Context: an optimization exercise on an open-source flow, tuned for small area, a short achievable clock period and few clock cycles per item. The choices shown serve that exercise and are no tape-out recipe.
At most, simulation tests tie the RTL to the original design; equivalence was not proved.
No functional check of the RTL was part of run 6.
Power figures rest on the tool's default switching activity, not on a simulated workload.

==> flow/config.mk <==
export PLATFORM = sky130hd
export DESIGN_NAME = audio_to_direct_recording_bits
export DESIGN_NICKNAME = audio_to_direct_recording_bits
export VERILOG_FILES = /design/flow/design.v
export SDC_FILE = /design/flow/constraint.sdc
export NUM_CORES = 4
export LEC_CHECK = 0
export CAP_MARGIN = 20
export CORE_MARGIN = 2
export CORE_UTILIZATION = 45
export CTS_BUF_LIST = sky130_fd_sc_hd__clkbuf_16
export CTS_CLUSTER_DIAMETER = 60
export CTS_CLUSTER_SIZE = 50
export SETUP_SLACK_MARGIN = 4.6
export SLEW_MARGIN = 20
==> flow/constraint.sdc <==
create_clock -name core_clock -period 9.0 [get_ports {clk_i}]
set_input_delay 1.8000 -clock core_clock [delete_from_list [all_inputs] [get_ports {clk_i}]]
set_output_delay 1.8000 -clock core_clock [all_outputs]
set_load 0.01 [all_outputs]
==> flow/design.v <==
package atdrb_pkg;
  localparam int unsigned CNT_W   = 9;
  localparam int unsigned TOTAL_W = 24;
  typedef logic [CNT_W-1:0]   cnt_t;
  typedef logic [TOTAL_W-1:0] total_t;
  typedef enum logic [1:0] {
    REG_THRESHOLD = 2'd0,
    REG_MODE      = 2'd1,
    REG_PERIOD    = 2'd2,
    REG_TSB       = 2'd3
  } reg_idx_e;
  typedef struct packed {
    logic level;
    logic last;
    logic clipped;
    cnt_t count;
  } pack_cmd_t;
endpackage
module atdrb_div (
  input  logic        clk_i,
  input  logic        rst_ni,
  input  logic        start_i,
  input  logic        dbl_i,
  input  logic [23:0] period_i,
  input  logic [15:0] divisor_i,
  output logic        busy_o,
  output logic        done_o,
  output logic [8:0]  a_o,
  output logic [23:0] b_o
);
  logic        busy_q;
  logic [3:0]  cnt_q;
  logic [15:0] rem_q;
  logic [15:0] quo_q;
  logic [7:0]  low_q;
  logic [16:0] rem_sh;
  logic [16:0] diff;
  logic        ge;
  logic        sat;
  assign rem_sh = {rem_q, dbl_i ? low_q[7] : quo_q[15]};
  assign diff   = rem_sh - {1'b0, divisor_i};
  assign ge     = !diff[16];
  assign sat    = quo_q[14:0] > 15'd252 || (quo_q[14:0] == 15'd252 && ge);
  always_ff @(posedge clk_i or negedge rst_ni) begin
    if (!rst_ni) begin
      busy_q <= 1'b0;
    end else if (start_i) begin
      busy_q <= 1'b1;
    end else if (busy_q && cnt_q == 4'd15) begin
      busy_q <= 1'b0;
    end
  end
  always_ff @(posedge clk_i) begin
    if (start_i) begin
      cnt_q <= '0;
      rem_q <= '0;
      quo_q <= period_i[23:8];
      low_q <= period_i[7:0];
    end else if (busy_q || dbl_i) begin
      cnt_q <= cnt_q + 4'd1;
      rem_q <= ge ? diff[15:0] : rem_sh[15:0];
      if ((dbl_i || cnt_q == 4'd15) && sat) begin
        quo_q <= 16'd505;
      end else begin
        quo_q <= {quo_q[14:0], ge};
      end
      if (dbl_i) begin
        low_q <= {low_q[6:0], 1'b0};
      end
    end
  end
  assign busy_o = busy_q;
  assign done_o = busy_q && cnt_q == 4'd15;
  assign a_o    = quo_q[8:0];
  assign b_o    = {rem_q, low_q};
endmodule
module atdrb_packer (
  input  logic        clk_i,
  input  logic        rst_ni,
  input  logic        cmd_valid_i,
  input  logic        cmd_level_i,
  input  logic [8:0]  cmd_bits_i,
  input  logic        cmd_clip_i,
  input  logic        cmd_last_i,
  output logic        full_o,
  output logic        out_valid_o,
  input  logic        out_ready_i,
  output logic [7:0]  packed_byte_o,
  output logic [3:0]  valid_bits_o,
  output logic        final_byte_o,
  output logic [23:0] total_bytes_o,
  output logic        run_clipped_o
);
  logic        pv_q;
  logic        pl_q;
  logic [8:0]  pleft_q;
  logic        plast_q;
  logic        pclip_q;
  logic        kv_q;
  logic        kl_q;
  logic [8:0]  kbits_q;
  logic        klast_q;
  logic        kclip_q;
  logic [6:0]  acc_q;
  logic [2:0]  held_q;
  logic        ov_q;
  logic [7:0]  obyte_q;
  logic [3:0]  ovb_q;
  logic        ofinal_q;
  logic [23:0] ototal_q;
  logic        oclip_q;
  logic [3:0]  lo;
  logic [5:0]  hi;
  logic        c8;
  logic        hi_z;
  logic        full;
  logic        rem_lt8;
  logic        rem_z;
  logic [5:0]  rem_hi;
  logic        need_emit;
  logic        out_free;
  logic        emit;
  logic        pdone;
  logic        p_free;
  logic [6:0]  acc_d;
  logic [2:0]  held_d;
  logic [8:0]  pleft_d;
  logic [3:0]  lim;
  logic [7:0]  mask;
  logic [7:0]  e_byte;
  assign lo        = {1'b0, held_q} + {1'b0, pleft_q[2:0]};
  assign hi        = pleft_q[8:3];
  assign c8        = lo[3];
  assign hi_z      = hi == '0;
  assign full      = !hi_z || c8;
  assign rem_lt8   = c8 ? hi_z : hi == 6'd1;
  assign rem_z     = rem_lt8 && lo[2:0] == '0;
  assign rem_hi    = c8 ? hi : hi - 6'd1;
  assign need_emit = full || plast_q;
  assign out_free  = !ov_q || out_ready_i;
  assign emit      = pv_q && need_emit && out_free;
  assign lim       = full ? 4'd8 : lo;
  assign mask      = (8'hFF >> held_q) & ~(8'hFF >> lim);
  assign e_byte    = ({1'b0, acc_q} << (4'd8 - {1'b0, held_q})) | (pl_q ? mask : 8'h00);
  always_comb begin
    acc_d   = acc_q;
    held_d  = held_q;
    pleft_d = pleft_q;
    pdone   = 1'b0;
    if (pv_q) begin
      if (!need_emit) begin
        acc_d  = (acc_q << pleft_q[2:0]) | (pl_q ? ~(7'h7F << pleft_q[2:0]) : 7'h00);
        held_d = lo[2:0];
        pdone  = 1'b1;
      end else if (out_free) begin
        if (!full) begin
          held_d = '0;
          pdone  = 1'b1;
        end else begin
          acc_d   = {7{pl_q}};
          held_d  = lo[2:0];
          pleft_d = {rem_hi, 3'b000};
          pdone   = rem_lt8 && (!plast_q || rem_z);
        end
      end
    end
  end
  assign p_free = !pv_q || pdone;
  assign full_o = kv_q;
  always_ff @(posedge clk_i or negedge rst_ni) begin
    if (!rst_ni) begin
      pv_q     <= 1'b0;
      kv_q     <= 1'b0;
      held_q   <= '0;
      ov_q     <= 1'b0;
      ofinal_q <= 1'b1;
    end else begin
      held_q <= held_d;
      if (p_free) begin
        pv_q <= kv_q || cmd_valid_i;
        kv_q <= 1'b0;
      end else if (cmd_valid_i) begin
        kv_q <= 1'b1;
      end
      if (emit) begin
        ov_q     <= 1'b1;
        ofinal_q <= plast_q && (!full || rem_z);
      end else if (out_ready_i) begin
        ov_q <= 1'b0;
      end
    end
  end
  always_ff @(posedge clk_i) begin
    acc_q <= acc_d;
    if (p_free) begin
      pl_q    <= kv_q ? kl_q    : cmd_level_i;
      pleft_q <= kv_q ? kbits_q : cmd_bits_i;
      plast_q <= kv_q ? klast_q : cmd_last_i;
      pclip_q <= kv_q ? kclip_q : cmd_clip_i;
    end else begin
      pleft_q <= pleft_d;
    end
    if (!p_free && cmd_valid_i) begin
      kl_q    <= cmd_level_i;
      kbits_q <= cmd_bits_i;
      klast_q <= cmd_last_i;
      kclip_q <= cmd_clip_i;
    end
    if (emit) begin
      obyte_q  <= e_byte;
      ovb_q    <= lim;
      ototal_q <= ofinal_q ? 24'd1 : ototal_q + 24'd1;
      oclip_q  <= pclip_q;
    end
  end
  assign out_valid_o   = ov_q;
  assign packed_byte_o = obyte_q;
  assign valid_bits_o  = ovb_q;
  assign final_byte_o  = ofinal_q;
  assign total_bytes_o = ototal_q;
  assign run_clipped_o = oclip_q;
endmodule
module audio_to_direct_recording_bits (
  input  logic        clk_i,
  input  logic        rst_ni,
  input  logic        psel,
  input  logic        penable,
  input  logic        pwrite,
  input  logic [3:0]  paddr,
  input  logic [31:0] pwdata,
  output logic [31:0] prdata,
  output logic        pready,
  input  logic        in_valid_i,
  output logic        in_ready_o,
  input  logic [7:0]  sample_value_i,
  input  logic        is_last_i,
  output logic        out_valid_o,
  input  logic        out_ready_i,
  output logic [7:0]  packed_byte_o,
  output logic [3:0]  valid_bits_o,
  output logic        final_byte_o,
  output logic [23:0] total_bytes_o,
  output logic        run_clipped_o
);
  localparam logic [8:0]  Q_SAT   = 9'd505;
  localparam logic [23:0] RUN_MAX = 24'hFF_FFFE;   
  logic [7:0]  threshold_q;
  logic        mode_q;
  logic [23:0] period_q;
  logic [15:0] tsb_eff;            
  logic        tsb_zero_q;         
  logic        cfg_wr;
  assign pready  = 1'b1;
  assign cfg_wr  = psel && penable && pwrite;
  always_ff @(posedge clk_i or negedge rst_ni) begin
    if (!rst_ni) begin
      threshold_q <= 8'd127;
      mode_q      <= 1'b0;
      period_q    <= 24'd20317;
      tsb_eff     <= 16'd79;
      tsb_zero_q  <= 1'b0;
    end else if (cfg_wr) begin
      case (paddr[3:2])
        atdrb_pkg::REG_THRESHOLD: threshold_q <= pwdata[7:0];
        atdrb_pkg::REG_MODE:      mode_q      <= pwdata[0];
        atdrb_pkg::REG_PERIOD:    period_q    <= pwdata[23:0];
        atdrb_pkg::REG_TSB: begin
          tsb_eff    <= {pwdata[15:1], pwdata[0] || pwdata[15:0] == 16'd0};
          tsb_zero_q <= pwdata[15:0] == 16'd0;
        end
        default: ;
      endcase
    end
  end
  always_comb begin
    case (paddr[3:2])
      atdrb_pkg::REG_THRESHOLD: prdata = {24'd0, threshold_q};
      atdrb_pkg::REG_MODE:      prdata = {31'd0, mode_q};
      atdrb_pkg::REG_PERIOD:    prdata = {8'd0, period_q};
      atdrb_pkg::REG_TSB:       prdata = {16'd0, tsb_eff[15:1], tsb_eff[0] && !tsb_zero_q};
      default:                  prdata = '0;
    endcase
  end
  logic        dirty_q;
  logic        restore_q;
  logic        post_q;
  logic        rc_q;
  logic [4:0]  rc_cnt_q;
  logic        rc_end;
  logic        div_start;
  logic        div_busy;
  logic        div_done;
  logic [8:0]  step_a;
  logic [23:0] step_b;
  assign rc_end    = rc_q && rc_cnt_q == 5'd23;
  assign div_start = (dirty_q && !div_busy && !post_q && !rc_q) || rc_end;
  atdrb_div u_div (
    .clk_i     (clk_i),
    .rst_ni    (rst_ni),
    .start_i   (div_start),
    .dbl_i     (rc_q),
    .period_i  (period_q),
    .divisor_i (tsb_eff),
    .busy_o    (div_busy),
    .done_o    (div_done),
    .a_o       (step_a),
    .b_o       (step_b)
  );
  logic        open_q, open_d;
  logic        lvl_q, lvl_d;
  logic [23:0] ext_q, ext_d;      
  logic [24:0] g_q, g_d;
  logic [8:0]  q_q, q_d;
  logic        defer_q, defer_d;
  logic        wrap;
  logic [24:0] g_new;
  logic [24:0] g_add;
  logic [9:0]  q_sum;
  logic [8:0]  q_step;
  assign wrap      = !g_q[24];
  assign g_new     = {1'b0, step_b} - {2'b0, tsb_eff, 7'd0};
  assign g_add     = g_q + {1'b0, step_b} - (wrap ? {1'b0, tsb_eff, 8'd0} : 25'd0);
  assign q_sum     = {1'b0, q_q} + {1'b0, step_a} + {9'd0, wrap};
  assign q_step    = (q_sum >= {1'b0, Q_SAT}) ? Q_SAT : q_sum[8:0];
  logic        s_v_q;
  logic        s_lvl_q;
  logic        s_last_q;
  logic        busy;
  logic        pk_full;
  logic        s_go;
  logic        take;
  assign busy       = dirty_q || div_busy || post_q || rc_q;
  assign s_go       = s_v_q && !busy && !defer_q &&
                      (!pk_full || (mode_q && (!open_q || s_lvl_q == lvl_q)));
  assign in_ready_o = !s_v_q || s_go;
  assign take       = in_valid_i && in_ready_o;
  always_ff @(posedge clk_i or negedge rst_ni) begin
    if (!rst_ni) begin
      s_v_q <= 1'b0;
    end else begin
      s_v_q <= take || (s_v_q && !s_go);
    end
  end
  always_ff @(posedge clk_i) begin
    if (take) begin
      s_lvl_q  <= sample_value_i > threshold_q;
      s_last_q <= is_last_i;
    end
  end
  logic        cmd_valid;
  logic        cmd_level;
  logic [8:0]  cmd_q;
  logic        cmd_last;
  logic [8:0]  cmd_bits;
  logic        cmd_clip;
  always_comb begin
    open_d    = open_q;
    lvl_d     = lvl_q;
    ext_d     = ext_q;
    g_d       = g_q;
    q_d       = q_q;
    defer_d   = defer_q;
    cmd_valid = 1'b0;
    cmd_level = lvl_q;
    cmd_q     = q_step;
    cmd_last  = 1'b1;
    if (post_q) begin
      if (!restore_q && open_q) begin
        g_d = g_new;
        q_d = '0;
      end
    end else if (rc_q) begin
      if (ext_q[0]) begin
        g_d = g_add;
        q_d = q_step;
      end
      ext_d = {ext_q[0], ext_q[23:1]};
    end else if (defer_q) begin
      if (!pk_full) begin
        cmd_valid = 1'b1;
        open_d    = 1'b0;
        defer_d   = 1'b0;
      end
    end else if (s_go) begin
      cmd_last = s_last_q;
      if (!mode_q) begin
        cmd_valid = 1'b1;
        cmd_level = s_lvl_q;
        cmd_q     = 9'd1;
        if (s_last_q) open_d = 1'b0;
      end else if (!open_q) begin
        open_d  = 1'b1;
        lvl_d   = s_lvl_q;
        ext_d   = '0;
        g_d     = g_new;
        q_d     = '0;
        defer_d = s_last_q;
      end else if (s_lvl_q == lvl_q) begin
        if (ext_q != RUN_MAX) begin
          ext_d = ext_q + 24'd1;
          g_d   = g_add;
          q_d   = q_step;
        end
        defer_d = s_last_q;
      end else begin
        cmd_valid = 1'b1;
        if (s_last_q) begin
          open_d = 1'b0;
        end else begin
          lvl_d = s_lvl_q;
          ext_d = '0;
          g_d   = g_new;
          q_d   = '0;
        end
      end
    end
  end
  assign cmd_clip = cmd_q == Q_SAT;
  assign cmd_bits = {cmd_q[8:1], (cmd_q[0] && !cmd_clip) || cmd_q == '0};
  always_ff @(posedge clk_i or negedge rst_ni) begin
    if (!rst_ni) begin
      dirty_q   <= 1'b1;
      restore_q <= 1'b0;
      post_q    <= 1'b0;
      rc_q      <= 1'b0;
      open_q    <= 1'b0;
      defer_q   <= 1'b0;
    end else begin
      dirty_q   <= (cfg_wr && paddr[3]) || (dirty_q && !(div_start && !rc_q));
      post_q <= div_done;
      if (post_q && !restore_q && open_q) begin
        rc_q <= 1'b1;
      end else if (rc_end) begin
        rc_q <= 1'b0;
      end
      if (rc_end) begin
        restore_q <= 1'b1;
      end else if (post_q) begin
        restore_q <= 1'b0;
      end
      open_q  <= open_d;
      defer_q <= defer_d;
    end
  end
  always_ff @(posedge clk_i) begin
    lvl_q <= lvl_d;
    ext_q <= ext_d;
    g_q   <= g_d;
    q_q   <= q_d;
    if (post_q) begin
      rc_cnt_q <= '0;
    end else if (rc_q) begin
      rc_cnt_q <= rc_cnt_q + 5'd1;
    end
  end
  atdrb_packer u_pack (
    .clk_i         (clk_i),
    .rst_ni        (rst_ni),
    .cmd_valid_i   (cmd_valid),
    .cmd_level_i   (cmd_level),
    .cmd_bits_i    (cmd_bits),
    .cmd_clip_i    (cmd_clip),
    .cmd_last_i    (cmd_last),
    .full_o        (pk_full),
    .out_valid_o   (out_valid_o),
    .out_ready_i   (out_ready_i),
    .packed_byte_o (packed_byte_o),
    .valid_bits_o  (valid_bits_o),
    .final_byte_o  (final_byte_o),
    .total_bytes_o (total_bytes_o),
    .run_clipped_o (run_clipped_o)
  );
endmodule
==> flow/run.sh <==
#!/bin/bash
# synth_recipe.tcl (not shown) runs the flow's synth.tcl, then flattens the netlist and writes it again
# the make line also repeats each setting of config.mk as NAME=value (left out here)
make -C /OpenROAD-flow-scripts/flow DESIGN_CONFIG=/design/flow/config.mk WORK_HOME=/design/flow/orfs CLKGATE_MAP_FILE= SYNTH_SCRIPT=/design/flow/synth_recipe.tcl finish
==> flow_summary_export.csv, run 1 <==
group,metric,value,unit
timing,fin_crit,4.453,ns
global_routing,grt_max_degree,66,
clocking,clockBufferDepth,3,
logic_synthesis,ys_seq_area_frac,0.4376,
logic_synthesis,syn_area,15430,sq um
drt,ant_nets,0,
clocking,cts_made_buffers,27,
timing,clock_skew,0.01539,ns
drt,wl_per_cell,16.90,um
drt,drtIter0Drc,658,
die,chipHeight,189.2,um
timing,hold_viol,0,
global_routing,grt_pass1_vias,11614,
power,seqPwrFrac,0.274,
logic_synthesis,postSynthAreaPerCell,9.741,sq um
cells_and_area,diodes,0,
drt,via_count,11728,
logic_synthesis,synth-edff-count,153,
logic_synthesis,async_flop_share,0.2675,
setup_path,crit_required,7.20,ns
placement,gp_congestion,0.8610,
power,p_switching,3.369,mW
global_routing,grt_pass1_wl,60.02,mm
die,core_area,33620,sq um
clocking,clk_pin_slew,0.08,ns
timing,fin_ws,4.547,ns
placement,dp_hpwl,26.04,mm
die,die_w,189.2,um
hold_path,min_path_type,"reg -> reg",
timing,max_clock_freq,224.6,MHz
cells_and_area,nets,1840,
placement,pre_cts_ws,3.273,ns
logic_synthesis,postSynthCellCount,1584,
power,vdd_ir_drop_max,0.2075,mV
logic_synthesis,yosys.area.top_type_share,0.2978,
power,p_leak,7.531,nW
drt,viasPerCell,5.437,
cells_and_area,area_growth,17.65,%
timing,setup_tns,0,ns
logic_synthesis,yosys.area.top_type,"edfxtp_1",
setup_path,max_stage_delay,0.51,ns
setup_path,slowest_stage,"mux4_2",
logic_synthesis,ys_ff_latch,243,
clocking,clk-insertion-delay-late,0.55,ns
setup_path,worst_setup_path_start_kind,"input pin",
setup_path,critical_path.max_fanout,3,
setup_path,criticalPathCategory,"in -> out",
logic_synthesis,ys_warn_count,3,
clocking,htreeDepth,1,
logic_synthesis,ys_dominant_reg_cell,"edfxtp_1",
die,start_util,0.4590,
power,p_int,4.300,mW
setup_path,cp.arrival,2.65,ns
setup_path,crit_path_end_kind,"output pin",
timing,worst_pin_slew,0.9883,ns
placement,port_buffers,105,
timing,slew_headroom,0.3411,
timing,rsz0062_at_grt,"true",
cells_and_area,nFillCells,3035,
global_routing,antenna_found_initial,0,
power,cellPowerDensity,422.4,nW/um^2
clocking,postCtsHoldBufs,0,
timing,period_share,0.4948,
clocking,numClockSinks,243,
logic_synthesis,yosys-top-cells-area,"edfxtp_1 (30%), dfrtp_1 (6.6%), ha_1 (6.3%)",
power,p_comb_frac,0.567,
cells_and_area,final_cell_mix,"nand2_1 (177), edfxtp_1 (153), inv_1 (142)",
timing,setup_violations,0,
power,swShare,0.4393,
flow_run,drv_cap,0,
global_routing,grt_usage,0.2054,
clocking,root_buffer,"clkbuf_16",
logic_synthesis,yosysUniqueCellTypes,76,
die,io_pins,125,
global_routing,grt_remaining_overflow,0,
outcome,status,"no timing/DRC/antenna violations",
drt,firstDrtPassIters,5,
timing,finalMaxSlewViolations,0,
die,rows,67,
cells_and_area,final_common_cell,"nand2_1",
setup_path,crit_chain,"buf_12 -> clkinvlp_4 -> mux4_2 -> buf_6",
cells_and_area,final_layout_size_suffix_gt1_frac,0.1311,
drt,drc,0,
drt,wirelength,36.46,mm
clocking,cts_tree,"built",
die,fp.dieArea,35790,sq um
power,clock_power_share,0.159,
[logic make-up (layout without fill, tap and decap cells)]
| group | count (synthesis) | count (layout) | share of synthesized area |
|---|---|---|---|
| XOR/XNOR | 119 | 119 | 0.06803 |
| multiplexers | 99 | 99 | 0.07233 |
| other | 2 | 9 | 0.0004867 |
| flip-flops | 243 | 243 | 0.4376 |
| AND/OR/NAND/NOR | 486 | 486 | 0.1442 |
| adder cells (fa/ha/maj) | 99 | 99 | 0.09050 |
| buffers and inverters | 215 | 333 | 0.05530 |
| AO/OA/AOI/OAI | 321 | 321 | 0.1316 |
[cell usage after synthesis (all sizes together), types with 21 or more instances]
master	instances
nand2	177
edfxtp	153
inv	144
nor2	129
o21ai	107
a21oi	83
ha	78
xor2	69
clkbuf	55
mux2	50
xnor2	50
mux2i	44
dfrtp	41
nand3	39
a21o	30
dfxtp	25
dfstp	24
fa	21
[path summary, 6_finish.rpt]
kind                       slack (ns)           start  depth (start not counted)             end
setup / recovery                 4.55        paddr[3]                          4       prdata[0]
hold / removal                   0.44  u_pack.pclip_q                          0  u_pack.oclip_q
setup reg to reg                 4.85            rc_q                         13  u_div.quo_q[0]
hold reg to reg                  0.44  u_pack.pclip_q                          0  u_pack.oclip_q
max in group asynchronous        6.88          rst_ni                          2          post_q
min in group asynchronous        1.42          rst_ni                          2     tsb_eff[15]
[routing by layer]
layer	wire (um)	global-route usage	up-vias	share of wire
met2	17510	0.3570	219	0.48
li1	-	-	5767	-
met3	1174	0.02373	51	0.032
met5	0	0	-	0
met4	901	0.05288	0	0.025
met1	16870	0.2725	5691	0.46
[critical path, delay by kind of cell]
family,cells,cell delay [ns]
buffers and inverters,3,0.34
muxes,1,0.51
[cell type report]
cell class,instances,area [sq um],share of cell area
multi-input cells,1133,7946,0.4377
inverters,145,551.8,0.03039
repair inverters,1,7.507,0.0004135
flip-flops and latches,243,6753,0.3720
clock inverters,20,280.3,0.01544
clock buffers,29,725.7,0.03998
repair buffers,138,1329,0.07320
well taps,448,560.5,0.03088
[metrics by stage]
stage | area [sq um] | utilization | hold WS, ns | power [mW] | std cells
3_3_place_gp | 16910 | 0.5029 | 0.4037 | 6.320 | 2090
6_report | 18150 | 0.5400 | 0.4357 | 7.669 | 2157
5_1_grt | 18150 | 0.5400 | 0.4695 | 8.322 | 2157
3_5_place_dp | 16910 | 0.5029 | 0.4220 | 6.408 | 2090
2_1_floorplan | 15480 | - | 0.4003 | 5.329 | 1591
4_1_cts | 18040 | 0.5367 | 0.4420 | 7.676 | 2150
[repair_timing]
action / 4_1_cts / 5_1_grt
setup endpoints to repair: 25 / 33
gates cloned: 3 / 0
pin swaps: 5 / 8
buffers inserted: 8 / 7
gates resized for setup: 114 / 26
[power by group through the flow]
stage	Combinational (mW)	Sequential (mW)	Clock [mW]
2_1_floorplan	3.30	2.02	0
3_3_place_gp	4.20	2.12	0
3_5_place_dp	4.28	2.13	0
4_1_cts	4.31	2.11	1.26
5_1_grt	4.89	2.15	1.29
6_report	4.35	2.10	1.22
[sequential cells by signal, indices dropped and copies added, names as in the netlist, 9 cells and up]
| register | flops |
|---|---|
| ext_q | 24 |
| g_q | 25 |
| period_q | 24 |
| q_q | 9 |
| tsb_eff | 16 |
| u_div.quo_q | 16 |
| u_div.rem_q | 16 |
| u_pack.kbits_q | 9 |
| u_pack.ototal_q | 24 |
| u_pack.pleft_q | 9 |
Testbench counts, summed over its fixed seeds: cycles 20,556, samples 19,200.
==> inputs of run 2 (changes only) <==
--- a/flow/design.v
+++ b/flow/design.v
@@ -54,5 +54,10 @@
     if (start_i) begin
-      cnt_q <= '0;
+      if (period_i[23:16] == 8'd0) begin
+        cnt_q <= 4'd8;
+        quo_q <= {period_i[15:8], 8'd0};
+      end else begin
+        cnt_q <= 4'd0;
+        quo_q <= period_i[23:8];
+      end
       rem_q <= '0;
-      quo_q <= period_i[23:8];
       low_q <= period_i[7:0];
@@ -295,3 +300,3 @@
   assign rc_end    = rc_q && rc_cnt_q == 5'd23;
-  assign div_start = (dirty_q && !div_busy && !post_q && !rc_q) || rc_end;
+  assign div_start = (dirty_q && !div_busy && !rc_init && !rc_q) || rc_end;
   atdrb_div u_div (
@@ -328,2 +333,3 @@
   logic        busy;
+  logic        rc_init;
   logic        pk_full;
@@ -331,3 +337,4 @@
   logic        take;
-  assign busy       = dirty_q || div_busy || post_q || rc_q;
+  assign rc_init    = post_q && !restore_q && open_q;
+  assign busy       = dirty_q || div_busy || rc_init || rc_q;
   assign s_go       = s_v_q && !busy && !defer_q &&
@@ -366,7 +373,5 @@
     cmd_last  = 1'b1;
-    if (post_q) begin
-      if (!restore_q && open_q) begin
-        g_d = g_new;
-        q_d = '0;
-      end
+    if (rc_init) begin
+      g_d = g_new;
+      q_d = '0;
     end else if (rc_q) begin
@@ -430,3 +435,3 @@
       post_q <= div_done;
-      if (post_q && !restore_q && open_q) begin
+      if (rc_init) begin
         rc_q <= 1'b1;
--- a/flow/config.mk
+++ b/flow/config.mk
@@ -10,5 +10,4 @@
 export CORE_UTILIZATION = 45
-export CTS_BUF_LIST = sky130_fd_sc_hd__clkbuf_16
-export CTS_CLUSTER_DIAMETER = 60
-export CTS_CLUSTER_SIZE = 50
+export CTS_CLUSTER_DIAMETER = 80
+export CTS_CLUSTER_SIZE = 40
 export SETUP_SLACK_MARGIN = 4.6
==> flow_summary_export.csv, run 2 <==
group,metric,value,unit
cells_and_area,diodes,0,
clocking,root_buffer,"clkbuf_16",
logic_synthesis,ys_dominant_reg_cell,"edfxtp_1",
logic_synthesis,yosys.area.top_type_share,0.2827,
setup_path,worst_setup_path_start_kind,"input pin",
logic_synthesis,ys_seq_area_frac,0.4262,
logic_synthesis,synth.most_common_cell,"nand2_1",
logic_synthesis,yosys.area_share.simple,0.1564,
clocking,numClockSinks,243,
placement,gp_congestion,0.8858,
timing,setup_tns,0,ns
logic_synthesis,ys_warn_count,3,
drt,wl_per_cell,17.64,um
clocking,htreeDepth,1,
die,start_util,0.4563,
power,p_leak,7.470,nW
drt,drtIter0Drc,870,
cells_and_area,final_layout_size_suffix_gt1_frac,0.1233,
hold_path,min_to,"u_pack.oclip_q",
power,vdd_ir_drop_max,0.2743,mV
cells_and_area,area_growth,14.16,%
hold_path,min_path_type,"reg -> reg",
clocking,clk_pin_slew,0.10,ns
timing,fin_ws,4.426,ns
logic_synthesis,synth_compound_area_frac,0.1356,
global_routing,grt_remaining_overflow,0,
global_routing,antenna_found_initial,0,
clocking,clockBufferDepth,3,
setup_path,reg2reg_slack,5.06,ns
setup_path,critical_path.max_fanout,4,
logic_synthesis,yosys.area.top_type,"edfxtp_1",
timing,rsz0062_at_grt,"true",
logic_synthesis,postSynthAreaPerCell,9.687,sq um
die,fp.dieArea,36450,sq um
global_routing,grt_pass1_wl,62.40,mm
setup_path,crit_path_end_kind,"output pin",
drt,ant_nets,0,
cells_and_area,top_register,"g_q",
setup_path,cp.arrival,2.77,ns
logic_synthesis,synth.area.mux_share,0.07759,
power,cellPowerDensity,438.4,nW/um^2
placement,dp_hpwl,27.79,mm
clocking,postCtsHoldBufs,0,
clocking,clk-insertion-delay-late,0.52,ns
logic_synthesis,synthXorXnorAreaFrac,0.06064,
setup_path,r2r-end,"g_q[23]",
die,core_area,34460,sq um
drt,viasPerCell,5.501,
logic_synthesis,yosys-top-cells-area,"edfxtp_1 (28%), dfrtp_1 (6.5%), ha_1 (6.2%)",
die,io_pins,125,
timing,slew_headroom,0.3021,
setup_path,worstRegToRegCells,13,
logic_synthesis,synth_top_family_by_area,"simple AND/OR/NAND/NOR gates",
placement,pre_cts_ws,3.162,ns
setup_path,rr_startpoint,"g_q[24]",
drt,drc,0,
timing,max_clock_freq,218.6,MHz
global_routing,grt_max_degree,66,
cells_and_area,final_util,0.5209,
global_routing,grt_usage,0.2126,
logic_synthesis,syn_area,15720,sq um
setup_path,criticalPathCategory,"in -> out",
timing,setup_violations,0,
timing,worst_pin_slew,1.044,ns
timing,finalMaxSlewViolations,0,
cells_and_area,nets,1861,
logic_synthesis,async_flop_share,0.2675,
logic_synthesis,synth_common_cells,"nand2_1 (156), edfxtp_1 (148), inv_1 (145)",
logic_synthesis,ys_ff_latch,243,
hold_path,min-delay-start,"u_pack.pclip_q",
timing,hold_viol,0,
setup_path,crit_required,7.20,ns
timing,clock_skew,0.02145,ns
logic_synthesis,postSynthCellCount,1623,
clocking,cts_made_buffers,16,
cells_and_area,largest_reg_flops,25,
die,rows,68,
logic_synthesis,synth_adder_area_share,0.08881,
logic_synthesis,yosysUniqueCellTypes,77,
die,die_w,190.9,um
cells_and_area,final_cell_mix,"nand2_1 (155), edfxtp_1 (148), inv_1 (145)",
cells_and_area,final_common_cell,"nand2_1",
outcome,status,"no timing/DRC/antenna violations",
drt,wirelength,38.36,mm
drt,firstDrtPassIters,5,
power,finalPower,7.868,mW
flow_run,drv_cap,0,
die,chipHeight,190.9,um
logic_synthesis,synth-edff-count,148,
hold_path,whs_path_depth,0,
cells_and_area,nFillCells,3192,
timing,period_share,0.5082,
global_routing,grt_pass1_vias,11598,
drt,via_count,11964,
timing,fin_crit,4.574,ns
placement,port_buffers,105,
clocking,cts_tree,"built",
## run 2: report_power, final
part           switching, mW  internal [mW]
sequential             0.347           1.84
combinational           2.80           2.02
clock                  0.461          0.396
total                   3.61           4.26
## run 2: layout make-up
cell class,count,area (sq um),share of cell area
clock inverters,10,141.4,0.007877
clock buffers,18,450.4,0.02510
repair buffers,130,1259,0.07013
multi-input cells,1173,8279,0.4613
well taps,455,569.3,0.03172
inverters,146,548.0,0.03053
flip-flops and latches,243,6701,0.3734
## run 2: worst max path at each step
stage	from	endpoint	slack [ns]	depth (start not counted)
after global routing	paddr[2]	prdata[5]	4.42	6
after CTS	paddr[2]	prdata[1]	4.41	6
after floorplan	paddr[2]	prdata[5]	4.58	4
after global placement	paddr[3]	prdata[1]	3.15	4
after detailed placement	paddr[3]	prdata[1]	3.16	4
final	paddr[2]	prdata[1]	4.43	6
## run 2: timing repair
action | CTS | global route
cloned | 2 | 1
pin swaps | 2 | 4
setup endpoints to repair | 25 | 18
resized for setup | 126 | 13
buffers inserted | 9 | 3
## run 2: cell families (layout without fill, tap and decap cells)
kind of cell | Yosys count | in the layout
xor+xnor | 108 | 108
mux | 110 | 110
simple gates | 516 | 517
fa+ha+maj | 99 | 99
other cells | 2 | 9
flops | 243 | 243
buf+inv | 215 | 304
compound gates | 330 | 330
## run 2: stage by stage
step                      instance area [sq um]  instances  hold slack [ns]
after CTS                                 17840       2171           0.4341
after global placement                    17170       2132           0.4094
final                                     17950       2175           0.4327
after global routing                      17950       2175           0.4565
after detailed placement                  17170       2132           0.4063
after floorplan                           15800       1630           0.4003
## run 2: worst max-delay path, stage by stage
cell    delay (ns)
buf_12        0.11
buf_12        0.12
buf_6         0.11
mux2_4        0.29
a22o_1        0.19
buf_2         0.14
## run 2: routing by layer
metal | track usage | part of all wire | wire length (um) | vias up
met5 | 0 | 0 | 0 | -
met2 | 0.3342 | 0.45 | 17120 | 298
met1 | 0.3123 | 0.48 | 18430 | 5749
met4 | 0.04144 | 0.017 | 653 | 0
met3 | 0.03103 | 0.056 | 2151 | 37
li1 | - | - | - | 5880
Testbench counts of run 2, summed over its fixed seeds: cycles 20,164, samples 19,200.
==> inputs of run 3 (changes only) <==
==> flow/flow/run.sh (new file) <==
#!/bin/bash
# The standard layout, with plain buffers (not delay buffers) on the ports.
set -euo pipefail
export BUFFER_PORTS_ARGS="-buffer_cell sky130_fd_sc_hd__buf_2"
bash standard.sh > standard.log 2>&1
==> flow/standard.sh (new file) <==
#!/bin/bash
# synth_recipe.tcl (not shown) runs the flow's synth.tcl, then flattens the netlist and writes it again
# the make line also repeats each setting of config.mk as NAME=value (left out here)
make -C /OpenROAD-flow-scripts/flow DESIGN_CONFIG=/design/flow/config.mk WORK_HOME=/design/flow/orfs CLKGATE_MAP_FILE= SYNTH_SCRIPT=/design/flow/synth_recipe.tcl "${@:-finish}"
--- a/flow/config.mk
+++ b/flow/config.mk
@@ -12,3 +12,3 @@
 export CTS_CLUSTER_SIZE = 40
-export SETUP_SLACK_MARGIN = 4.6
+export SETUP_SLACK_MARGIN = 5
 export SLEW_MARGIN = 20
removed: flow/run.sh
==> flow_summary_export.csv, run 3 <==
group,metric,value,unit
power,p_leak,7.474,nW
timing,worst_pin_slew,0.9217,ns
hold_path,min_to,"u_pack.oclip_q",
logic_synthesis,ys_dominant_reg_cell,"edfxtp_1",
logic_synthesis,synthXorXnorAreaFrac,0.06064,
placement,dp_hpwl,27.68,mm
drt,firstDrtPassIters,5,
cells_and_area,final_common_cell,"nand2_1",
cells_and_area,final_layout_size_suffix_gt1_frac,0.1683,
die,io_pins,125,
logic_synthesis,synth_adder_area_share,0.08881,
clocking,htreeDepth,1,
hold_path,min_path_type,"reg -> reg",
placement,dpl.cell_count,2131,
logic_synthesis,synth.most_common_cell,"nand2_1",
logic_synthesis,yosys-top-cells-area,"edfxtp_1 (28%), dfrtp_1 (6.5%), ha_1 (6.2%)",
global_routing,grt_max_degree,66,
logic_synthesis,yosys.area_share.simple,0.1564,
drt,wirelength,37.90,mm
setup_path,critPathBufInv,2,
clocking,clk-insertion-delay-late,0.52,ns
logic_synthesis,async_flop_share,0.2675,
logic_synthesis,postSynthAreaPerCell,9.687,sq um
timing,setup_violations,0,
logic_synthesis,syn_area,15720,sq um
clocking,clockBufferDepth,3,
placement,gp_congestion,0.8666,
setup_path,crit_chain,"buf_16 -> mux4_2 -> buf_6",
placement,port_buffers,105,
die,die_w,190.9,um
setup_path,cp.arrival,2.56,ns
timing,clock_skew,0.02465,ns
flow_run,drv_cap,0,
hold_path,whs_path_depth,0,
logic_synthesis,yosysUniqueCellTypes,77,
logic_synthesis,synth-edff-count,148,
logic_synthesis,yosys.area.top_type_share,0.2827,
clocking,postCtsHoldBufs,0,
drt,viasPerCell,5.508,
setup_path,crit_path_end_kind,"output pin",
setup_path,r2r-end,"u_div.rem_q[1]",
logic_synthesis,synth.area.mux_share,0.07759,
die,rows,68,
clocking,root_buffer,"clkbuf_16",
die,chipHeight,190.9,um
logic_synthesis,yosys.area.top_type,"edfxtp_1",
cells_and_area,area_growth,11.88,%
timing,hold_viol,0,
logic_synthesis,synth_compound_area_frac,0.1356,
power,cellPowerDensity,449.3,nW/um^2
global_routing,grt_remaining_overflow,0,
drt,ant_nets,0,
cells_and_area,largest_reg_flops,25,
timing,slew_headroom,0.3838,
cells_and_area,stdcell_count,2172,
logic_synthesis,ys_warn_count,3,
setup_path,worstRegToRegCells,12,
global_routing,grt_usage,0.2107,
clocking,cts_made_buffers,17,
cells_and_area,nets,1858,
setup_path,reg2reg_slack,5.16,ns
cells_and_area,final_cell_mix,"nand2_1 (156), edfxtp_1 (148), inv_1 (145)",
outcome,status,"no timing/DRC/antenna violations",
hold_path,min-delay-start,"u_pack.pclip_q",
timing,period_share,0.4849,
setup_path,rr_startpoint,"rc_q",
setup_path,crit_required,7.20,ns
timing,finalMaxSlewViolations,0,
logic_synthesis,postSynthCellCount,1623,
global_routing,grt_pass1_wl,61.76,mm
drt,wl_per_cell,17.45,um
timing,rsz0062_at_grt,"true",
timing,setup_tns,0,ns
setup_path,path_delay_family,"multiplexers",
setup_path,criticalPathCategory,"in -> out",
logic_synthesis,ys_ff_latch,243,
cells_and_area,diodes,0,
drt,drtIter0Drc,806,
die,start_util,0.4563,
setup_path,critical_path.max_fanout,5,
cells_and_area,top_register,"g_q",
setup_path,max_stage_delay,0.52,ns
timing,max_clock_freq,229.2,MHz
logic_synthesis,synth_common_cells,"nand2_1 (156), edfxtp_1 (148), inv_1 (145)",
clocking,clk_pin_slew,0.09,ns
timing,fin_crit,4.364,ns
setup_path,worst_setup_path_start_kind,"input pin",
global_routing,antenna_found_initial,0,
global_routing,grt_pass1_vias,11517,
setup_path,slowest_stage,"mux4_2",
clocking,cts_tree,"built",
power,finalPower,7.903,mW
power,vdd_ir_drop_max,0.2130,mV
drt,via_count,11964,
logic_synthesis,synth_top_family_by_area,"simple AND/OR/NAND/NOR gates",
die,fp.dieArea,36450,sq um
logic_synthesis,ys_seq_area_frac,0.4262,
die,core_area,34460,sq um
clocking,numClockSinks,243,
drt,drc,0,
==> run 3: cell count changes in the layout (fill, tap and decap cells not counted), moves of 3 or more <==
cell,before,now
buf_2,18,95
mux2_4,2,5
mux2_2,63,60
buf_4,17,13
clkdlybuf4s50_1,78,0
==> run 3: layout make-up <==
cell class	count	area, sq um
multi-input cells	1173	8325
fillers	3214	16870
flip-flops and latches	243	6701
inverters	146	548.0
clock buffers	18	439.2
clock inverters	11	156.4
repair buffers	126	850.8
well taps	455	569.3
==> run 3: repair_timing <==
| action | in CTS | in global routing |
|---|---|---|
| resized for setup | 20 | 21 |
| buffers inserted | 3 | 4 |
| pin swaps | 10 | 5 |
| setup endpoints to repair | 37 | 52 |
| cloned | 3 | 0 |
==> run 3: cells by family after synthesis <==
kind of cell	count (synthesis)
AND/OR/NAND/NOR	516
XOR/XNOR	108
other	2
adder cells (fa/ha/maj)	99
AO/OA/AOI/OAI	330
multiplexers	110
flip-flops	243
buffers and inverters	215
==> run 3: per-stage QoR <==
step | util | instance area, sq um | worst slack, ns | hold WS [ns]
after floorplan | - | 15800 | 4.582 | 0.4003
after global placement | 0.4829 | 16640 | 4.187 | 0.4104
after detailed placement | 0.4833 | 16650 | 4.170 | 0.4205
after CTS | 0.5056 | 17420 | 4.641 | 0.4435
after global routing | 0.5105 | 17590 | 4.622 | 0.4603
final | 0.5105 | 17590 | 4.636 | 0.4364
==> run 3: worst max path at each step <==
stage / slack (ns) / from / to / cells past startpoint
floorplan: 4.58 / paddr[2] / prdata[5] / 4
global placement: 4.19 / paddr[2] / prdata[1] / 4
detailed placement: 4.17 / paddr[2] / prdata[3] / 4
CTS: 4.64 / paddr[2] / prdata[2] / 4
global route: 4.62 / paddr[2] / prdata[0] / 3
finish: 4.64 / paddr[2] / prdata[0] / 3
==> run 3: routing by layer <==
layer  wire [um]  GRT usage  vias to the layer above
met1       18680     0.3129                     5761
met4         788    0.05039                        0
met3        1986    0.02735                       43
li1            -          -                     5877
met2       16440     0.3254                      283
met5           0          0                        -
==> run 3: report_power, final <==
group	total, mW	leakage, nW	internal [mW]	switching, mW
Clock	0.868	0.289	0.395	0.473
Combinational	4.84	4.74	2.01	2.83
Sequential	2.19	2.44	1.84	0.350
Total	7.90	7.47	4.25	3.65
==> inputs of run 4 (changes only) <==
--- a/flow/config.mk
+++ b/flow/config.mk
@@ -12,3 +12,3 @@
 export CTS_CLUSTER_SIZE = 40
-export SETUP_SLACK_MARGIN = 5
+export SETUP_SLACK_MARGIN = 4.6
 export SLEW_MARGIN = 20
==> flow_summary_export.csv, run 4 <==
group,metric,value,unit
timing,period_share,0.4849,
setup_path,critical_path.max_fanout,5,
setup_path,worst-path-stages,4,
global_routing,grt_pass1_vias,11536,
setup_path,crit_chain,"clkbuf_16 -> mux2_4 -> a22o_1 -> buf_2",
logic_synthesis,ys_dominant_reg_cell,"edfxtp_1",
clocking,clk-insertion-delay-late,0.54,ns
die,rows,68,
cells_and_area,final_cell_mix,"nand2_1 (155), edfxtp_1 (148), inv_1 (145)",
power,seqPwrFrac,0.278,
cells_and_area,final_common_cell,"nand2_1",
timing,setup_violations,0,
clocking,htreeDepth,1,
clocking,clk_pin_slew,0.11,ns
logic_synthesis,yosys.area.top_type,"edfxtp_1",
cells_and_area,final_layout_size_suffix_gt1_frac,0.1593,
timing,rsz0062_at_grt,"false",
cells_and_area,stdcell_count,2163,
placement,dpl_cell_area,16640,sq um
die,fp.dieArea,36450,sq um
timing,max_clock_freq,229.1,MHz
global_routing,grt_usage,0.2071,
setup_path,rr_startpoint,"rc_q",
global_routing,grt_max_degree,66,
drt,wirelength,37.26,mm
setup_path,worst_setup_path_start_kind,"input pin",
die,start_util,0.4563,
setup_path,criticalPathCategory,"in -> out",
cells_and_area,diodes,0,
logic_synthesis,postSynthAreaPerCell,9.687,sq um
global_routing,antenna_found_initial,0,
drt,drc,0,
setup_path,crit_required,7.20,ns
timing,clock_skew,0.03634,ns
setup_path,r2r-end,"u_div.rem_q[10]",
logic_synthesis,synth-edff-count,148,
cells_and_area,top_register,"g_q",
power,cellPowerDensity,450.9,nW/um^2
cells_and_area,nFillCells,3188,
setup_path,path_delay_family,"multiplexers",
clocking,root_buffer,"clkbuf_16",
die,die_w,190.9,um
setup_path,critPathBufInv,2,
timing,hold_viol,0,
cells_and_area,largest_reg_flops,25,
logic_synthesis,postSynthCellCount,1623,
cells_and_area,nets,1849,
clocking,postCtsHoldBufs,0,
logic_synthesis,yosys.area.top_type_share,0.2827,
timing,setup_tns,0,ns
setup_path,startpoint,"paddr[2]",
power,p_int,4.261,mW
power,vdd_ir_drop_max,0.2021,mV
power,p_switching,3.604,mW
timing,fin_crit,4.364,ns
die,io_pins,125,
global_routing,grt_pass1_wl,61.02,mm
timing,worst_pin_slew,1.063,ns
placement,dpl.cell_count,2131,
drt,ant_nets,0,
power,clock_power_share,0.119,
logic_synthesis,synth_common_cells,"nand2_1 (156), edfxtp_1 (148), inv_1 (145)",
logic_synthesis,synth.most_common_cell,"nand2_1",
cells_and_area,area_growth,10.93,%
power,p_leak,7.420,nW
outcome,status,"no timing/DRC/antenna violations",
drt,wl_per_cell,17.23,um
drt,firstDrtPassIters,4,
hold_path,min_path_type,"reg -> reg",
timing,slew_headroom,0.2898,
logic_synthesis,yosys-top-cells-area,"edfxtp_1 (28%), dfrtp_1 (6.5%), ha_1 (6.2%)",
power,swShare,0.4582,
setup_path,worstRegToRegCells,13,
setup_path,crit_end,"prdata[5]",
flow_run,drv_cap,0,
timing,finalMaxSlewViolations,0,
logic_synthesis,async_flop_share,0.2675,
setup_path,crit_path_end_kind,"output pin",
setup_path,slowest_stage,"mux2_4",
logic_synthesis,yosysUniqueCellTypes,77,
logic_synthesis,syn_area,15720,sq um
placement,dp_hpwl,27.12,mm
placement,port_buffers,105,
placement,gp_congestion,0.8727,
clocking,numClockSinks,243,
logic_synthesis,ys_seq_area_frac,0.4262,
setup_path,max_stage_delay,0.29,ns
logic_synthesis,ys_warn_count,3,
drt,via_count,11793,
die,core_area,34460,sq um
logic_synthesis,ys_ff_latch,243,
power,finalPower,7.865,mW
power,p_comb_frac,0.603,
drt,drtIter0Drc,750,
global_routing,grt_remaining_overflow,0,
setup_path,reg2reg_slack,5.01,ns
setup_path,cp.arrival,2.56,ns
clocking,clockBufferDepth,3,
clocking,cts_made_buffers,16,
cells_and_area,fin_area,17440,sq um
drt,viasPerCell,5.452,
clocking,cts_tree,"built",
die,chipHeight,190.9,um
run 4: final cells by class:
class,count,area [sq um],share of cell area
clock buffers,17,425.4,0.02439
repair buffers,118,703.2,0.04032
well taps,455,569.3,0.03264
flip-flops and latches,243,6701,0.3842
multi-input cells,1173,8254,0.4733
inverters,146,548.0,0.03142
clock inverters,11,239.0,0.01370
run 4: worst min path at each step:
stage | to | startpoint | slack [ns] | cells past startpoint
2_1_floorplan | u_pack.oclip_q | u_pack.pclip_q | 0.40 | 0
6_report | u_pack.oclip_q | u_pack.pclip_q | 0.45 | 0
5_1_grt | u_pack.oclip_q | u_pack.pclip_q | 0.48 | 0
4_1_cts | u_pack.oclip_q | u_pack.pclip_q | 0.45 | 0
3_3_place_gp | u_pack.oclip_q | u_pack.pclip_q | 0.41 | 0
3_5_place_dp | u_pack.oclip_q | u_pack.pclip_q | 0.41 | 0
run 4: cell families (layout without fill, tap and decap cells):
family / Yosys count / count (layout) / share of synthesized area
compound gates: 330 / 330 / 0.1356
simple gates: 516 / 517 / 0.1564
xor+xnor: 108 / 108 / 0.06064
buf+inv: 215 / 292 / 0.05427
mux: 110 / 110 / 0.07759
fa+ha+maj: 99 / 99 / 0.08881
flops: 243 / 243 / 0.4262
other cells: 2 / 9 / 0.0004777
run 4: metal layers:
layer,GRT usage,wire [um]
met3,0.02111,1596
met2,0.3305,16410
met5,0,0
met1,0.3084,18760
met4,0.03429,499
run 4: repair_timing:
action / in CTS / in global routing
setup endpoints to repair: 24 / 14
resized for setup: 10 / 3
buffers inserted: 0 / 1
cloned: 1 / 2
run 4: worst register-to-register path, cell delays in order (launching register included):
cell and delay (ns):
dfrtp_1 0.34, buf_4 0.41, mux2i_1 0.18, ha_1 0.24, fa_1 0.43, nor2b_1 0.13
o21ai_0 0.13, a21o_1 0.27, o21ai_2 0.30, a21oi_2 0.18, xnor2_2 0.55, buf_4 0.35
mux2i_1 0.24, o22ai_1 0.09
run 4: per-stage QoR:
stage / util / setup slack, ns / hold WS, ns
after floorplan: - / 4.582 / 0.4003
after global placement: 0.4829 / 4.190 / 0.4091
after detailed placement: 0.4829 / 4.171 / 0.4144
after CTS: 0.5042 / 4.601 / 0.4539
after global routing: 0.5061 / 4.620 / 0.4781
final: 0.5061 / 4.636 / 0.4493
run 4: power by group through the flow:
stage | Sequential, mW | Combinational (mW) | Clock (mW)
global placement | 2.19 | 4.63 | 0
global route | 2.25 | 5.34 | 0.997
finish | 2.19 | 4.74 | 0.933
CTS | 2.18 | 4.72 | 0.961
floorplan | 2.09 | 3.68 | 0
detailed placement | 2.21 | 4.68 | 0
==> inputs of run 5 (changes only) <==
==> flow/flow/run.sh (replaced) <==
#!/bin/bash
# The standard layout, with plain buffers (not delay buffers) on the ports
# and no dummy clock loads.
set -euo pipefail
export BUFFER_PORTS_ARGS="-buffer_cell sky130_fd_sc_hd__buf_1"
export CTS_ARGS="-sink_clustering_enable -repair_clock_nets -sink_clustering_size 40 -sink_clustering_max_diameter 80 -dont_use_dummy_load"
bash standard.sh > standard.log 2>&1
==> flow_summary_export.csv, run 5 <==
group,metric,value,unit
outcome,status,"no timing/DRC/antenna violations",
timing,setup_violations,0,
clocking,postCtsHoldBufs,0,
power,cellPowerDensity,447.7,nW/um^2
global_routing,grt_usage,0.2102,
logic_synthesis,ys_seq_area_frac,0.4262,
setup_path,rr_startpoint,"g_q[24]",
timing,finalMaxSlewViolations,0,
setup_path,worst-path-stages,4,
die,fp.dieArea,36450,sq um
logic_synthesis,postSynthAreaPerCell,9.687,sq um
hold_path,min_path_type,"reg -> reg",
timing,setup_tns,0,ns
die,rows,68,
global_routing,grt_remaining_overflow,0,
logic_synthesis,yosysUniqueCellTypes,77,
power,seqPwrFrac,0.284,
placement,pre_cts_ws,3.903,ns
cells_and_area,largest_reg_flops,25,
timing,hold_viol,0,
logic_synthesis,ys_ff_latch,243,
timing,worst_pin_slew,0.9547,ns
logic_synthesis,yosys-top-cells-area,"edfxtp_1 (28%), dfrtp_1 (6.5%), ha_1 (6.2%)",
cells_and_area,final_layout_size_suffix_gt1_frac,0.1116,
timing,clock_skew,0.04236,ns
global_routing,grt_pass1_wl,61.55,mm
drt,wirelength,37.94,mm
setup_path,crit_path_end_kind,"output pin",
timing,worst_hold_slack,0.4316,ns
logic_synthesis,synth_common_cells,"nand2_1 (156), edfxtp_1 (148), inv_1 (145)",
power,clock_power_share,0.097,
cells_and_area,final_cell_mix,"nand2_1 (156), edfxtp_1 (148), inv_1 (145)",
setup_path,criticalPathCategory,"in -> out",
setup_path,reg2reg_slack,5.00,ns
power,vdd_ir_drop_max,0.1872,mV
clocking,root_buffer,"clkbuf_16",
timing,fin_crit,4.472,ns
global_routing,grt_max_degree,66,
logic_synthesis,syn_area,15720,sq um
global_routing,antenna_found_initial,0,
setup_path,startpoint,"paddr[2]",
logic_synthesis,synth-edff-count,148,
clocking,htreeDepth,1,
logic_synthesis,ys_warn_count,3,
die,start_util,0.4563,
clocking,cts_tree,"built",
placement,dp_hpwl,27.57,mm
clocking,numClockSinks,243,
die,core_area,34460,sq um
power,p_leak,7.162,nW
logic_synthesis,postSynthCellCount,1623,
setup_path,path_delay_family,"multiplexers",
timing,slew_headroom,0.3617,
drt,firstDrtPassIters,5,
drt,viasPerCell,5.496,
clocking,clockBufferDepth,3,
clocking,cts_made_buffers,18,
clocking,clk-insertion-delay-late,0.53,ns
cells_and_area,area_growth,9.518,%
setup_path,crit_chain,"buf_12 -> buf_12 -> mux4_2 -> clkbuf_2",
power,p_switching,3.540,mW
placement,port_buffers,105,
cells_and_area,nets,1855,
timing,period_share,0.4969,
drt,drtIter0Drc,843,
logic_synthesis,yosys.area.top_type,"edfxtp_1",
setup_path,cp.arrival,2.67,ns
setup_path,worst_path_most_repeated_cell,"buf_12",
die,chipHeight,190.9,um
timing,fin_ws,4.528,ns
placement,gp_congestion,0.8734,
setup_path,max_stage_delay,0.50,ns
die,io_pins,125,
setup_path,slowest_stage,"mux4_2",
power,p_int,4.169,mW
setup_path,critPathBufInv,3,
setup_path,crit_required,7.20,ns
logic_synthesis,yosys.area.top_type_share,0.2827,
timing,rsz0062_at_grt,"true",
die,die_w,190.9,um
cells_and_area,diodes,0,
drt,drc,0,
cells_and_area,final_common_cell,"nand2_1",
cells_and_area,final_util,0.4997,
logic_synthesis,synth.most_common_cell,"nand2_1",
logic_synthesis,async_flop_share,0.2675,
setup_path,critical_path.max_fanout,5,
setup_path,r2r-end,"g_q[23]",
clocking,clk_pin_slew,0.06,ns
timing,max_clock_freq,223.6,MHz
setup_path,worst_setup_path_start_kind,"input pin",
global_routing,grt_pass1_vias,11474,
power,p_comb_frac,0.619,
setup_path,crit_end,"prdata[0]",
cells_and_area,top_register,"g_q",
logic_synthesis,ys_dominant_reg_cell,"edfxtp_1",
drt,ant_nets,0,
cells_and_area,nFillCells,3224,
setup_path,worstRegToRegCells,13,
drt,via_count,11854,
power,swShare,0.4592,
drt,wl_per_cell,17.59,um
flow_run,drv_cap,0,
==> run 5: cell counts after synthesis <==
No cell type changed its count.
==> run 5: cell type report <==
type                       instances  area, sq um  share of cell area
sequential                       243         6701              0.3892
tap                              455        569.3             0.03306
inverter                         146        548.0             0.03183
timing repair buffer             122        666.9             0.03873
multi-input combinational       1173         8283              0.4810
clock buffer                      18        450.4             0.02616
==> run 5: worst min-delay path by stage <==
| stage | from | endpoint | slack [ns] | cells after the start |
|---|---|---|---|---|
| 5_1_grt | u_pack.pclip_q | u_pack.oclip_q | 0.45 | 0 |
| 3_5_place_dp | u_pack.pclip_q | u_pack.oclip_q | 0.42 | 0 |
| 3_3_place_gp | u_pack.pclip_q | u_pack.oclip_q | 0.41 | 0 |
| 6_report | u_pack.pclip_q | u_pack.oclip_q | 0.43 | 0 |
| 2_1_floorplan | u_pack.pclip_q | u_pack.oclip_q | 0.40 | 0 |
| 4_1_cts | u_pack.pclip_q | u_pack.oclip_q | 0.44 | 0 |
==> run 5: power by group through the flow <==
| stage | sequential, mW | clock [mW] | combinational [mW] |
|---|---|---|---|
| 6_report | 2.19 | 0.745 | 4.77 |
| 5_1_grt | 2.25 | 0.806 | 5.34 |
| 4_1_cts | 2.19 | 0.766 | 4.73 |
| 3_5_place_dp | 2.21 | 0 | 4.69 |
| 3_3_place_gp | 2.19 | 0 | 4.61 |
| 2_1_floorplan | 2.09 | 0 | 3.68 |
==> run 5: repair_timing <==
item,CTS,global route
endpoints found under the setup margin,24,23
cloned,3,0
endpoints found under the hold margin,0,0
resized for setup,38,19
pin swaps,1,0
buffers inserted,1,1
==> run 5: routing by layer <==
metal | vias to the layer above | GRT usage | wire, um
li1 | 5836 | - | -
met1 | 5691 | 0.3150 | 18760
met2 | 283 | 0.3239 | 16450
met3 | 44 | 0.02534 | 1942
met4 | 0 | 0.04830 | 788
met5 | - | 0 | 0
==> run 5: cells by family (layout without fill, tap and decap cells) <==
logic type	count (synthesis)	in the layout	synth area share
adders and majority gates	99	99	0.08881
xor gates and xnor gates	108	108	0.06064
muxes	110	110	0.07759
AOI/OAI and AO/OA	330	330	0.1356
DFF	243	243	0.4262
and+or+nand+nor	516	517	0.1564
buffers and inverters	215	286	0.05427
other	2	9	0.0004777
==> run 5: worst reg2reg max path: stages (launching register included) <==
cell and delay [ns]:
edfxtp_1 0.33, buf_4 0.28, nor2_1 0.11, fa_1 0.51, inv_1 0.05, ha_1 0.37
a21oi_1 0.24, o21ai_0 0.16, or3_1 0.34, o31ai_2 0.52, nor3_1 0.14, a2111oi_2 0.47
o22ai_1 0.12, a211oi_1 0.20
==> run 5: through the flow <==
step	total power [mW]	instance area (sq um)	cells
after CTS	7.682	17140	2155
after floorplan	5.770	15800	1630
after detailed placement	6.895	16530	2133
after global placement	6.805	16520	2132
final	7.709	17220	2157
after global routing	8.402	17220	2157
==> inputs of run 6 (changes only) <==
--- a/flow/design.v
+++ b/flow/design.v
@@ -28,3 +28,4 @@
   output logic [8:0]  a_o,
-  output logic [23:0] b_o
+  output logic [23:0] b_o,
+  output logic [16:0] hdiff_o
 );
@@ -39,3 +40,3 @@
   logic        sat;
-  assign rem_sh = {rem_q, dbl_i ? low_q[7] : quo_q[15]};
+  assign rem_sh = {rem_q, busy_q ? quo_q[15] : low_q[7]};
   assign diff   = rem_sh - {1'b0, divisor_i};
@@ -80,2 +81,3 @@
   assign b_o    = {rem_q, low_q};
+  assign hdiff_o = diff;
 endmodule
@@ -299,2 +301,3 @@
   logic [23:0] step_b;
+  logic [16:0] half_diff;
   assign rc_end    = rc_q && rc_cnt_q == 5'd23;
@@ -311,3 +314,4 @@
     .a_o       (step_a),
-    .b_o       (step_b)
+    .b_o       (step_b),
+    .hdiff_o   (half_diff)
   );
@@ -325,3 +329,3 @@
   assign wrap      = !g_q[24];
-  assign g_new     = {1'b0, step_b} - {2'b0, tsb_eff, 7'd0};
+  assign g_new     = {half_diff[16], half_diff, step_b[6:0]};
   assign g_add     = g_q + {1'b0, step_b} - (wrap ? {1'b0, tsb_eff, 8'd0} : 25'd0);
==> flow/flow/run.sh (replaced) <==
#!/bin/bash
# The standard layout, with plain buffers (not delay buffers) on the ports.
set -euo pipefail
export BUFFER_PORTS_ARGS="-buffer_cell sky130_fd_sc_hd__buf_2"
bash standard.sh > standard.log 2>&1
==> flow_summary_export.csv, run 6 <==
group,metric,value,unit
clocking,clk_pin_slew,0.12,ns
hold_path,min_to,"u_pack.oclip_q",
cells_and_area,nFillCells,3139,
setup_path,critical_path.max_fanout,5,
logic_synthesis,ys_warn_count,3,
setup_path,worstRegToRegCells,13,
logic_synthesis,synth.most_common_cell,"nand2_1",
flow_run,drv_cap,0,
global_routing,grt_max_degree,66,
die,die_w,188.9,um
timing,setup_violations,0,
outcome,status,"no timing/DRC/antenna violations",
logic_synthesis,yosys.area.top_type,"edfxtp_1",
hold_path,whs_path_depth,0,
cells_and_area,top_register,"g_q",
placement,dp_hpwl,25.79,mm
die,core_area,33620,sq um
timing,hold_viol,0,
global_routing,grt_usage,0.1991,
die,fp.dieArea,35690,sq um
logic_synthesis,async_flop_share,0.2675,
logic_synthesis,ys_ff_latch,243,
die,start_util,0.4577,
cells_and_area,largest_reg_flops,25,
setup_path,slowest_stage,"mux4_2",
hold_path,min-delay-start,"u_pack.pclip_q",
global_routing,grt_pass1_vias,11341,
cells_and_area,diodes,0,
global_routing,antenna_found_initial,0,
global_routing,grt_remaining_overflow,0,
logic_synthesis,syn_area,15390,sq um
timing,max_clock_freq,229.5,MHz
setup_path,worst_setup_path_start_kind,"input pin",
power,p_leak,7.237,nW
timing,worst_hold_slack,0.4589,ns
timing,period_share,0.4841,
die,rows,67,
drt,ant_nets,0,
setup_path,max_stage_delay,0.52,ns
timing,clock_skew,0.02947,ns
cells_and_area,nets,1816,
timing,slew_headroom,0.3015,
die,io_pins,125,
drt,wirelength,35.43,mm
global_routing,grt_pass1_wl,58.46,mm
power,cellPowerDensity,369.7,nW/um^2
drt,via_count,11588,
setup_path,reg2reg_slack,5.08,ns
timing,worst_pin_slew,1.046,ns
setup_path,crit_path_end_kind,"output pin",
drt,firstDrtPassIters,7,
setup_path,critPathBufInv,2,
timing,setup_tns,0,ns
drt,wl_per_cell,16.67,um
logic_synthesis,yosys-top-cells-area,"edfxtp_1 (29%), dfrtp_1 (6.7%), ha_1 (6.3%)",
timing,finalMaxSlewViolations,0,
timing,fin_crit,4.357,ns
drt,drtIter0Drc,613,
cells_and_area,fin_area,17130,sq um
setup_path,crit_chain,"buf_16 -> mux4_2 -> buf_6",
timing,rsz0062_at_grt,"false",
timing,fin_ws,4.643,ns
drt,drc,0,
drt,viasPerCell,5.453,
clocking,htreeDepth,1,
logic_synthesis,yosys.area.top_type_share,0.2888,
power,vdd_ir_drop_max,0.1607,mV
cells_and_area,final_common_cell,"nand2_1",
logic_synthesis,ys_dominant_reg_cell,"edfxtp_1",
logic_synthesis,ys_seq_area_frac,0.4355,
logic_synthesis,synth-edff-count,148,
setup_path,cp.arrival,2.56,ns
setup_path,r2r-end,"g_q[22]",
placement,dpl_cell_area,16330,sq um
placement,gp_congestion,0.8931,
cells_and_area,final_layout_size_suffix_gt1_frac,0.1580,
logic_synthesis,postSynthCellCount,1581,
setup_path,path_delay_family,"multiplexers",
cells_and_area,area_growth,11.30,%
die,chipHeight,188.9,um
clocking,cts_made_buffers,17,
clocking,clk-insertion-delay-late,0.53,ns
placement,pre_cts_ws,4.156,ns
clocking,clockBufferDepth,3,
clocking,numClockSinks,243,
setup_path,crit_required,7.20,ns
logic_synthesis,synth_common_cells,"nand2_1 (155), inv_1 (151), edfxtp_1 (148)",
cells_and_area,final_cell_mix,"nand2_1 (155), inv_1 (151), edfxtp_1 (148)",
clocking,cts_tree,"built",
logic_synthesis,postSynthAreaPerCell,9.733,sq um
setup_path,rr_startpoint,"tsb_eff[7]",
logic_synthesis,yosysUniqueCellTypes,76,
setup_path,criticalPathCategory,"in -> out",
placement,port_buffers,105,
clocking,root_buffer,"clkbuf_16",
hold_path,min_path_type,"reg -> reg",
## run 6: repair_timing
action | 4_1_cts | 5_1_grt
setup endpoints to repair | 25 | 15
endpoints found under the hold margin | 0 | 0
pin swaps | 0 | 0
resized for setup | 10 | 4
setup buffers | 3 | 3
gates cloned | 1 | 1
hold buffers | 0 | 0
## run 6: worst max-delay path by stage
stage	from	end	slack [ns]	cells past startpoint
2_1_floorplan	paddr[2]	prdata[0]	4.63	2
3_3_place_gp	paddr[3]	prdata[22]	4.18	4
3_5_place_dp	paddr[3]	prdata[16]	4.16	4
4_1_cts	paddr[2]	prdata[0]	4.60	3
5_1_grt	paddr[3]	prdata[3]	4.62	5
6_report	paddr[2]	prdata[0]	4.64	3
## run 6: stage by stage
stage / total power, mW / util / instances
3_5_place_dp: 5.414 / 0.4857 / 2088
5_1_grt: 6.876 / 0.5095 / 2125
3_3_place_gp: 5.354 / 0.4855 / 2088
6_report: 6.332 / 0.5095 / 2125
2_1_floorplan: 4.573 / - / 1588
4_1_cts: 6.352 / 0.5080 / 2121
## run 6: cell families (layout without fill, tap and decap cells)
family	after synthesis	count (layout)	synth area share
flops	243	243	0.4355
other cells	2	9	0.0004881
fa+ha+maj	97	97	0.08863
mux	99	99	0.07278
xor+xnor	92	92	0.05237
simple gates	503	504	0.1569
compound gates	326	326	0.1367
buf+inv	219	307	0.05659
## run 6: cell type report
cell class	instances	area (sq um)	area share
clock buffer	17	425.4	0.02484
clock inverter	12	232.7	0.01359
inverter	153	574.3	0.03353
timing repair buffer	125	739.5	0.04318
multi-input combinational	1127	7893	0.4608
tap	448	560.5	0.03273
sequential	243	6701	0.3913
## run 6: report_power, final
part / leakage, nW / internal [mW] / switching [mW] / total (mW)
clock: 0.308 / 0.400 / 0.502 / 0.902
combinational: 4.52 / 1.44 / 2.01 / 3.44
sequential: 2.41 / 1.70 / 0.289 / 1.99
total: 7.24 / 3.53 / 2.80 / 6.33
## run 6: layer usage
metal / global-route usage / part of all wire / vias up
met5: 0 / 0 / -
met4: 0.04988 / 0.024 / 0
met3: 0.02391 / 0.045 / 44
met2: 0.3326 / 0.46 / 280
met1: 0.2759 / 0.47 / 5513
li1: - / - / 5751

-- port drivers added, routing unchanged --
In the flow no input, the clock included, has a driving cell. The finished layouts below were timed again as built, in two steps.
Step 1, drivers: a clkbuf_16 drives clk_i and a buf_2 each remaining input, both assumed.
Step 2 also shifts input and output timing later by t, the mid clock arrival at the registers, as if the neighbouring blocks saw the same clock.
Three values: ideal, step 1, step 2; two values: the first two.
run | shift t [ns] | setup slack, ns | clock arrival spread, ns | worst slew at a driven data input, ns
run 1 | 0.595 | 4.547 / 4.492 / 4.492 | 0.017 / 0.017 | 0.06
run 2 | 0.553 | 4.426 / 4.377 / 4.377 | 0.023 / 0.023 | 0.06
run 3 | 0.560 | 4.636 / 4.412 / 4.412 | 0.025 / 0.025 | 0.23
run 4 | 0.564 | 4.636 / 4.435 / 4.435 | 0.039 / 0.039 | 0.20
run 5 | 0.552 | 4.528 / 4.460 / 4.460 | 0.044 / 0.044 | 0.07
run 6 | 0.565 | 4.643 / 4.521 / 4.521 | 0.030 / 0.030 | 0.12
After both steps setup and hold are still met in every run listed. The setup slack of run 3, which loses most, moves by -0.224 ns with the drivers and by -0.224 ns with both steps.
